Background: an optimization exercise with open tools, aiming at small area, a short achievable clock period and few clock cycles. Do not read the settings as production practice.
Function was checked by simulation only, so behaviour that the tests miss may differ from the original.
No activity file was given, so power comes from the tool's default toggle rates.

job 2974:
==> flow/design.v (excerpt) <==
module ppc_relocation_patcher_top (
	input  logic            clk,
	input  logic            arst_n,
	input  logic            push,
	output logic            full,
	input  logic [168:0]    req,
	output logic            empty,
	input  logic            pop,
	output logic [69:0]     res,
	input  logic            cfg_valid,
	output logic            cfg_ready,
	input  logic [1:0]      cfg_index,
	input  logic [31:0]     cfg_data
);
	ppcrp_pkg::req_t  req_w;
	ppcrp_pkg::res_t  res_w;
	logic [15:0]      small_base_q;   
	logic [31:0]      tramp_end_q;
	logic [31:0]      tnext_q;
	logic             cfg_wr;
	logic             ven_pop;
	logic             room;
	logic [3:0]       vword;
	logic             vany;
	logic             noroom;
	logic             normal;
	logic             wr;
	logic             s_valid;
	logic             s_take;
	logic             c_full;
	ppcrp_pkg::slot_t slot;
	ppcrp_pkg::cmd_t  cmd_d;
	ppcrp_pkg::cmd_t  cmd_q;
	assign req_w     = req;
	assign res       = res_w;
	assign cfg_ready = 1'b1;
	assign cfg_wr    = cfg_valid && cfg_ready;
	assign s_take    = s_valid && !c_full;
	always_ff @(posedge clk or negedge arst_n) begin
		if (!arst_n) begin
			small_base_q <= 16'd0;
			tramp_end_q  <= 32'd0;
		end else if (cfg_wr) begin
			case (cfg_index)
				ppcrp_pkg::CFG_SMALL_BASE: small_base_q <= cfg_data[15:0];
				ppcrp_pkg::CFG_TRAMP_END:  tramp_end_q  <= cfg_data;
				default: ;
			endcase
		end
	end
	always_ff @(posedge clk or negedge arst_n) begin
  ...
Size: about 2800 cells after synthesis, about 24000 sq um of cells after synthesis.
Settings: LEC_CHECK=0, ABC_AREA=1, CAP_MARGIN=20, CORE_MARGIN=2, CORE_UTILIZATION=40, PLACE_DENSITY=0.7, SETUP_SLACK_MARGIN=2.8, SLEW_MARGIN=20; clock period 6.0 ns.
standard.sh (not shown) runs the stock make flow with config.mk's settings and CLKGATE_MAP_FILE= SYNTH_SCRIPT=/design/flow/synth_recipe.tcl, a recipe that flattens the netlist after the stock synthesis.
==> flow/flow/run.sh <==
#!/bin/bash
# Standard layout with smaller port buffers. Each ORFS step keeps its own
# log under orfs/logs; make's output goes to flow.log.
set -o pipefail
bash standard.sh \
	BUFFER_PORTS_ARGS="-buffer_cell sky130_fd_sc_hd__buf_2" \
	finish > flow.log 2>&1
Job 2974 reached the end of the flow, and the finished layout is clean on the timing, design-rule and antenna checks.
Testbench counts of job 2974, summed over its fixed seeds: cycles 24,672.
Input changes introduced in job 5135 (baseline for comparison: job 2974):
-- flow/config.mk --
<<< job 2974, line 7
export LEC_CHECK = 0
export ABC_AREA = 1
export CAP_MARGIN = 20
>>> job 5135, line 7
export LEC_CHECK = 0
export CAP_MARGIN = 20
<<< job 2974, line 11
export CORE_UTILIZATION = 40
export PLACE_DENSITY = 0.7
export SETUP_SLACK_MARGIN = 2.8
export SLEW_MARGIN = 20
>>> job 5135, line 10
export CORE_UTILIZATION = 40
export SETUP_SLACK_MARGIN = 2.0
export SLEW_MARGIN = 20
==> run summary <==
- The critical path depth number comes out higher for job 5135 vs job 2974.
- Going from job 2974 to job 5135, horizontal extent of the die shrank slightly.
- Across both runs, clock power share was higher for job 5135 than for job 2974.
- Looking only at synthesis-to-finish area growth, and setting everything else aside, the higher value of job 2974 and job 5135 goes to job 2974.
- For the power per standard cell area, job 5135 came in about 1.5% higher than job 2974 did.
- Delta (job 5135 minus job 2974): sum of internal, switching and leakage power lost 4.5%; cell area reported after detailed placement went down; length of routed wiring on met1 higher.
- Job 5135: relative contribution of combinational cells to total power lower than job 2974
- Comparing job 2974 and job 5135, the higher final worst-path setup slack is on job 2974.
## Diff of input files: job 2284 against job 5135
-- flow/config.mk --
<<< job 5135, line 7
export LEC_CHECK = 0
export CAP_MARGIN = 20
>>> job 2284, line 7
export LEC_CHECK = 0
export ABC_AREA = 1
export CAP_MARGIN = 20
<<< job 5135, line 10
export CORE_UTILIZATION = 40
export SETUP_SLACK_MARGIN = 2.0
export SLEW_MARGIN = 20
>>> job 2284, line 11
export CORE_UTILIZATION = 40
export CTS_BUF_LIST = sky130_fd_sc_hd__clkbuf_8
export SETUP_SLACK_MARGIN = 2.8
export SLEW_MARGIN = 20
## What came out
On part of the total power dissipated in combinational logic, the higher figure sits with job 2284, not job 5135.
Cmp job 2284 and job 5135 / design area / higher: job 2284
Run comparison: job 2284 critical path capture point u_queue.cmd_q[33]; job 5135 critical path capture point u_queue.cmd_q[118]
As of job 2284, area of the mapped netlist had risen by a few percent compared to job 5135.
Job 2284 vs job 5135 — layout inverter count without the clock tree climbed by more than 100%
When job 2284 is set beside job 5135, its critical path data arrival time turns out to be 0.58 ns smaller.
The run showing the greater share of synthesized cell area in full adder, half adder and majority cells is job 5135.
The largest power group comes out sequential cells in one run and combinational cells in the other, namely in job 5135 and job 2284 respectively.
Of job 2284 and job 5135, the lower setup slack belongs to job 5135.
Sort job 2284 and job 5135 by number of global-route vias before repair, descending, and job 2284 comes first.
Across both runs, power in sequential cells was higher for job 2284 than for job 5135.
diff inputs: job 2284 => job 7440
==> flow/config.mk <==
export PLATFORM = sky130hd
export DESIGN_NAME = ppc_relocation_patcher_top
export DESIGN_NICKNAME = ppc_relocation_patcher_top
export VERILOG_FILES = /design/flow/design.v
export SDC_FILE = /design/flow/constraint.sdc
export NUM_CORES = 4
export LEC_CHECK = 0
export CAP_MARGIN = 20
export CORE_MARGIN = 2
export CORE_UTILIZATION = 40
export SETUP_SLACK_MARGIN = 2.5
export SLEW_MARGIN = 20
==> run summary <==
No stage failed in job 7440, and the final checks on the layout all came back clean.
In job 7440, non-clock buffer total of the final layout is higher than in job 2284.
A main combinational cell family by area after synthesis of compound AO/OA/AOI/OAI gates is what job 7440 shows, while simple AND/OR/NAND/NOR gates belongs to job 2284.
On post-layout minimum cycle time: job 7440 sits above job 2284.
In the reports for job 2284 and job 7440, the larger antenna diode count belongs to job 2284.
Area of combinational cells with multiple inputs was lower in job 7440 than in job 2284.
--- input diff job 7440..job 5325 ---
-- flow/config.mk --
<<< job 7440, line 9
export CORE_MARGIN = 2
export CORE_UTILIZATION = 40
export SETUP_SLACK_MARGIN = 2.5
>>> job 5325, line 9
export CORE_MARGIN = 2
export CORE_UTILIZATION = 55
export SETUP_SLACK_MARGIN = 2.5
==> comparison <==
Job 5325 was carried through to the last stage, and its layout satisfied the timing, design-rule and antenna checks.
Relative to job 7440, the final design utilization of job 5325 is higher by 18 points.
The run with more routed wire is job 7440, not job 5325.
Going from job 7440 to job 5325, the die area was shrunk.
Comparing the two runs side by side, job 5325 comes out ahead of job 7440 on net switching power figure.
Cmp job 5325 vs job 7440: worst stage delay on the critical path higher in job 5325
On setup slack, job 5325 does worse than job 7440.
Relative to job 5325, the following input files were edited for job 5636:
-- flow/config.mk --
<<< job 5325, line 7
export LEC_CHECK = 0
export CAP_MARGIN = 20
export CORE_MARGIN = 2
export CORE_UTILIZATION = 55
export SETUP_SLACK_MARGIN = 2.5
export SLEW_MARGIN = 20
>>> job 5636, line 7
export LEC_CHECK = 0
export ABC_AREA = 1
export CAP_MARGIN = 20
export CORE_MARGIN = 2
export CORE_UTILIZATION = 40
export SETUP_SLACK_MARGIN = 3.1
export SLEW_MARGIN = 20
==> run summary <==
- Job 5325 completed; timing, DRC and antenna clean
- Job 5636: no failed stages, no open violations at the end
- Job 5636: post-CTS setup-driven buffer insertion count 106 above job 5325
- Compare job 5325 and job 5636 | post-detailed-placement half-perimeter wirelength lower: job 5325
- The lower floorplan row count came out of job 5325.
- Compared with job 5325, job 5636 shows synthesized netlist cell count that has gone up by more than a quarter.
- In the reports for job 5325 and job 5636, the larger global-route track usage on met2 belongs to job 5325.
- Going from job 5325 to job 5636, combinational group share of total power now sits higher, number of clock buffers in the layout now sits higher.
- Against job 5325, job 5636 comes in 0.14 ns higher on slew at the pin with the worst max-slew slack.
- Measured against each other, job 5325 and job 5636 differ in final-layout non-clock buffer area share, the lower figure coming from job 5325.
- Non-clock buffer count delta for job 5636 relative to job 5325: 47% higher

==> port drivers added, routing unchanged <==
No port has a modelled driver above. Below, the same layouts with a new extraction and two added sets of constraints.
Step 1, drivers: a clkbuf_16 drives clk and a buf_2 each remaining input, both assumed.
Step 2 times the ports against the registers' clock, not the clock port: input delays grow and output delays shrink by t, the midpoint of the rising clock arrivals with the driver on.
Slacks: ideal ports / drivers / drivers and shift; pairs: ideal ports / drivers.
run	t, ns	setup WS [ns]	worst hold slack (ns)	worst register clock-pin slew, ns
job 2974	0.630	2.814 / 2.753 / 2.355	0.484 / 0.484 / 0.484	0.06 / 0.06
job 5135	0.623	2.081 / 2.081 / 1.782	0.505 / 0.505 / 0.505	0.06 / 0.06
job 2284	0.734	2.758 / 2.751 / 2.195	0.488 / 0.488 / 0.488	0.07 / 0.07
job 7440	0.623	2.417 / 2.417 / 2.110	0.508 / 0.508 / 0.508	0.06 / 0.06
job 5325	0.619	2.277 / 2.277 / 2.009	0.490 / 0.490 / 0.490	0.06 / 0.06
job 5636	0.635	2.877 / 2.826 / 2.266	0.481 / 0.481 / 0.481	0.07 / 0.07
After both steps every run listed still meets setup and hold. For job 5636, which loses most, drivers alone change the setup slack by -0.051 ns; drivers and shift together by -0.611 ns.
